What follows belongs to an exercise in optimizing a design on an open flow for small area, a short achievable clock period and few clock cycles; a production flow would make more cautious choices.
Function was checked by simulation only, so behaviour that the tests miss may differ from the original.

==> flow/design.v (excerpt) <==
module packet_truncate_ipv4_fixup_unit (
  input  logic        clk_i,
  input  logic        rst_ni,
  input  logic        cfg_we_i,
  input  logic        cfg_idx_i,
  input  logic [15:0] cfg_wdata_i,
  input  logic        s_axis_tvalid,
  output logic        s_axis_tready,
  input  logic [23:0] s_axis_tdata,    
  input  logic        s_axis_tlast,
  output logic        m_axis_tvalid,
  input  logic        m_axis_tready,
  output logic [7:0]  m_axis_tdata,    
  output logic        m_axis_tlast
);
  localparam int unsigned N  = FIFO_DEPTH;
  localparam int unsigned AW = 6;
  localparam int unsigned LQ = LAST_QUEUE_DEPTH;
  localparam int unsigned LW = $clog2(LQ);
  function automatic [AW-1:0] inc(input [AW-1:0] p);
    inc = (p == AW'(N - 1)) ? '0 : p + AW'(1);
  endfunction
  function automatic [AW-1:0] dec(input [AW-1:0] p);
    dec = (p == '0) ? AW'(N - 1) : p - AW'(1);
  endfunction
  function automatic [8:0] add8(input [7:0] x, input [7:0] y, input ci);
    reg [7:0] g, p, gg, pp, gn, pn;
    reg [8:0] c;
    g  = x & y;
    p  = x ^ y;
    gg = g;
    pp = p;
    for (int d = 1; d < 8; d = d * 2) begin
      gn = gg;
      pn = pp;
  ...
clock: 5.5 ns
lec_check: 0
cap_margin: 20
core_margin: 2
core_utilization: 40
place_density: 0.6
setup_slack_margin: 3.1
slew_margin: 20
run.sh (not shown) runs the stock make flow with config.mk's settings and CLKGATE_MAP_FILE= SYNTH_SCRIPT=/design/flow/synth_recipe.tcl, a recipe that flattens the netlist after the stock synthesis.
The first run finished clean.
Testbench counts at the start, summed over its fixed seeds: cycles 243,794.
Edit:
--- a/flow/design.v
+++ b/flow/design.v
@@ -176,44 +176,47 @@
       if (first_q) begin
         cut_d   = cut_in;
         arm14_d = 1'b0;
         arm18_d = 1'b0;
         pc_d    = 5'd1;
       end else begin
         if (pc_q != 5'd31) pc_d = pc_q + 5'd1;
         if (at13) arm14_d = cut_q && t08_q && bx00 && k34;
         if (at17) arm18_d = cut_q && vlan_q && t08_q && bx00 && k38;
       end
     end
-    hsp_d = !first_d && cut_d && ((arm14_d && pc_d == 5'd14) ||
-                                  (arm18_d && pc_d == 5'd18));
+    hsp_d = hsp_q;
+    if (in_acc)
+      hsp_d = !first_q && !l && cut_q && ((arm14_d && pc_q == 5'd13) ||
+                                          (arm18_d && pc_q == 5'd17));
   end
   always_comb begin
     drop_d = drop_q;
     if (in_acc) begin
-      if (first_q) drop_d = !l && cut_in && tlen_is1;
+      if (first_q) drop_d = !l && en_q && tlen_is1 && flen[15:1] != 15'd0;
       else         drop_d = !l && cut_q && (rem_z || rem_o);
     end
   end
   always_ff @(posedge clk_i or negedge rst_ni) begin
     if (!rst_ni) begin
       first_q <= 1'b1;
       hsp_q   <= 1'b0;
       drop_q  <= 1'b0;
       end_q   <= 1'b0;
     end else begin
       first_q <= first_d;
       hsp_q   <= hsp_d;
       drop_q <= drop_d;
       if (in_acc) begin
-        if (first_q) end_q <= !l && cut_in && tlen_q == 16'd2;
+        if (first_q) end_q <= !l && en_q && tlen_q == 16'd2 &&
+                              (flen[15:2] != 14'd0 || flen[1:0] == 2'd3);
         else         end_q <= !l && cut_q && rem_t;
       end
     end
   end
   always_ff @(posedge clk_i) begin
     cut_q   <= cut_d;
     arm14_q <= arm14_d;
     arm18_q <= arm18_d;
     pc_q    <= pc_d;
     if (in_acc) begin
       if (first_q) rem_q <= tlen_q - 16'd1;
@@ -287,72 +290,82 @@
   logic       at_a0, olast;
   logic       push, pop;
   logic [15:0] fsum;
   logic [15:0] csum;
   assign empty    = empty_q;
   assign at_a0    = rp_is(a0_q);
   assign blocked  = hold_q && at_a0;
   assign out_free = !ov_q || m_axis_tready;
   assign rd       = !empty && !blocked && out_free;
   logic [7:0] rp_hi, rp_lo;
   logic [7:0] grp [8];
+  logic       fsub;
+  logic [7:0] fbyte;
+  assign fsum = {ax_q, ay_q};
+  assign csum = (fsum == 16'd0) ? 16'd0 : ~fsum;
   always_comb begin
+    fsub  = 1'b0;
+    fbyte = 8'd0;
+    if (fixp_q) begin
+      case (fcnt_q)
+        4'd2:  begin fsub = 1'b1; fbyte = tot_q[15:8]; end
+        4'd3:  begin fsub = 1'b1; fbyte = tot_q[7:0];  end
+        4'd10: begin fsub = 1'b1; fbyte = csum[15:8];  end
+        4'd11: begin fsub = 1'b1; fbyte = csum[7:0];   end
+        default: ;
+      endcase
+    end
     for (int k = 0; k < 8; k++) begin
-      rp_hi[k] = rph_q == 3'(k);
+      rp_hi[k] = rph_q == 3'(k) && !fsub;
       rp_lo[k] = rpl_q[k];
     end
     for (int g = 0; g < 8; g++) begin
       grp[g] = 8'd0;
       for (int j = 0; j < 8; j++) begin
         if (g * 8 + j < N) grp[g] = grp[g] | (mem_q[g * 8 + j] & {8{rp_lo[j]}});
       end
     end
-    rdata = 8'd0;
+    rdata = fbyte;
     for (int g = 0; g < 8; g++) rdata = rdata | (grp[g] & {8{rp_hi[g]}});
-  end
-  assign fsum = {ax_q, ay_q};
-  assign csum = (fsum == 16'd0) ? 16'd0 : ~fsum;
-  always_comb begin
     odata = rdata;
-    if (fixp_q) begin
-      case (fcnt_q)
-        4'd2:    odata = tot_q[15:8];
-        4'd3:    odata = tot_q[7:0];
-        4'd10:   odata = csum[15:8];
-        4'd11:   odata = csum[7:0];
-        default: odata = rdata;
-      endcase
-    end
   end
   assign olast = lqc_q != '0 && rp_is(lq_q[lqr_q]);
   assign push  = wr && lastbit;
   assign pop   = rd && olast;
   logic [LW:0] lqc_d;
   logic        empty_d, full_d, lqfull_d, trdy_d;
-  assign trdy_d = !full_d && !lqfull_d && !(hsp_d && fixp_q);
+  logic might_push, hsp_c;
+  assign might_push = wr && (l || end_q || (first_q && en_q && tlen_is1));
+  always_comb begin
+    hsp_c = hsp_q;
+    if (in_acc)
+      hsp_c = !first_q && !l && cut_q && t08_q &&
+              ((pc_q == 5'd13 && k34) || (pc_q == 5'd17 && vlan_q && k38));
+  end
+  assign trdy_d = !full_d && !lqfull_d && !(hsp_c && fixp_q);
   always_comb begin
     lqc_d = lqc_q;
     if (push && !pop) lqc_d = (lqc_q == '0) ? (LW+1)'(1) : (LW+1)'(2);
     if (pop && !push) lqc_d = (lqc_q == (LW+1)'(2)) ? (LW+1)'(1) : '0;
   end
   assign empty_d  = (empty_q && !wr) || (rp_is(dec(wp_q)) && rd && !wr);
   assign full_d   = (full_q && !rd) || (rp_is(inc(wp_q)) && wr && !rd);
   assign lqfull_d = (lqc_q == (LW+1)'(LQ) && !pop) ||
-                    (lqc_q == (LW+1)'(LQ - 1) && push && !pop);
+                    (lqc_q == (LW+1)'(LQ - 1) && might_push && !pop);
   for (genvar i = 0; i < N; i++) begin : g_mem
     always_ff @(posedge clk_i) begin
       if (wr && wp_q == AW'(i)) mem_q[i] <= b;
     end
   end
   always_ff @(posedge clk_i) begin
-    if (push) lq_q[lqw_q] <= wp_q;
+    if (wr) lq_q[lqw_q] <= wp_q;
     if (rd) begin
       ob_q <= odata;
       ol_q <= olast;
     end
   end
   always_ff @(posedge clk_i or negedge rst_ni) begin
     if (!rst_ni) begin
       wp_q   <= '0;
       rph_q  <= '0;
       rpl_q  <= 8'd1;
       empty_q <= 1'b1;
After rerunning: Global-route usage decreases by 0.19 points. Critical path depth does not change. Via count is lower by 3.4%. Setup slack gets better by 0.10 ns. Wire length goes down by 2.0%. Final cell count went down by 2.7%. Die area barely changes.
Testbench counts after the change, summed over its fixed seeds: cycles 243,794.

==> what the ideal ports hide <==
How much do the figures lean on ideal ports? The routed layouts below were timed once more, with nothing changed but the port constraints. Step 1, drivers: a clkbuf_16 drives clk_i and a buf_2 each remaining input, both assumed. Step 2 adds t to the input delays and takes it off the output delays; t is the mean of the earliest and latest rising clock arrival at the registers after step 1. Input paths then give back, and output paths get back, about the clock's delay inside the block. Three values: no drivers, after step 1, after step 2; two values: the first two.
run	t (ns)	slack for setup (ns)	cell pins on the clock port's net
the first run	0.680	2.971 / 2.971 / 2.355	1
the second run	0.673	3.075 / 3.067 / 2.484	1
After both steps setup and hold are still met in every run listed. The setup slack of the first run, which loses most, moves by 0.000 ns with the drivers and by -0.616 ns with both steps.
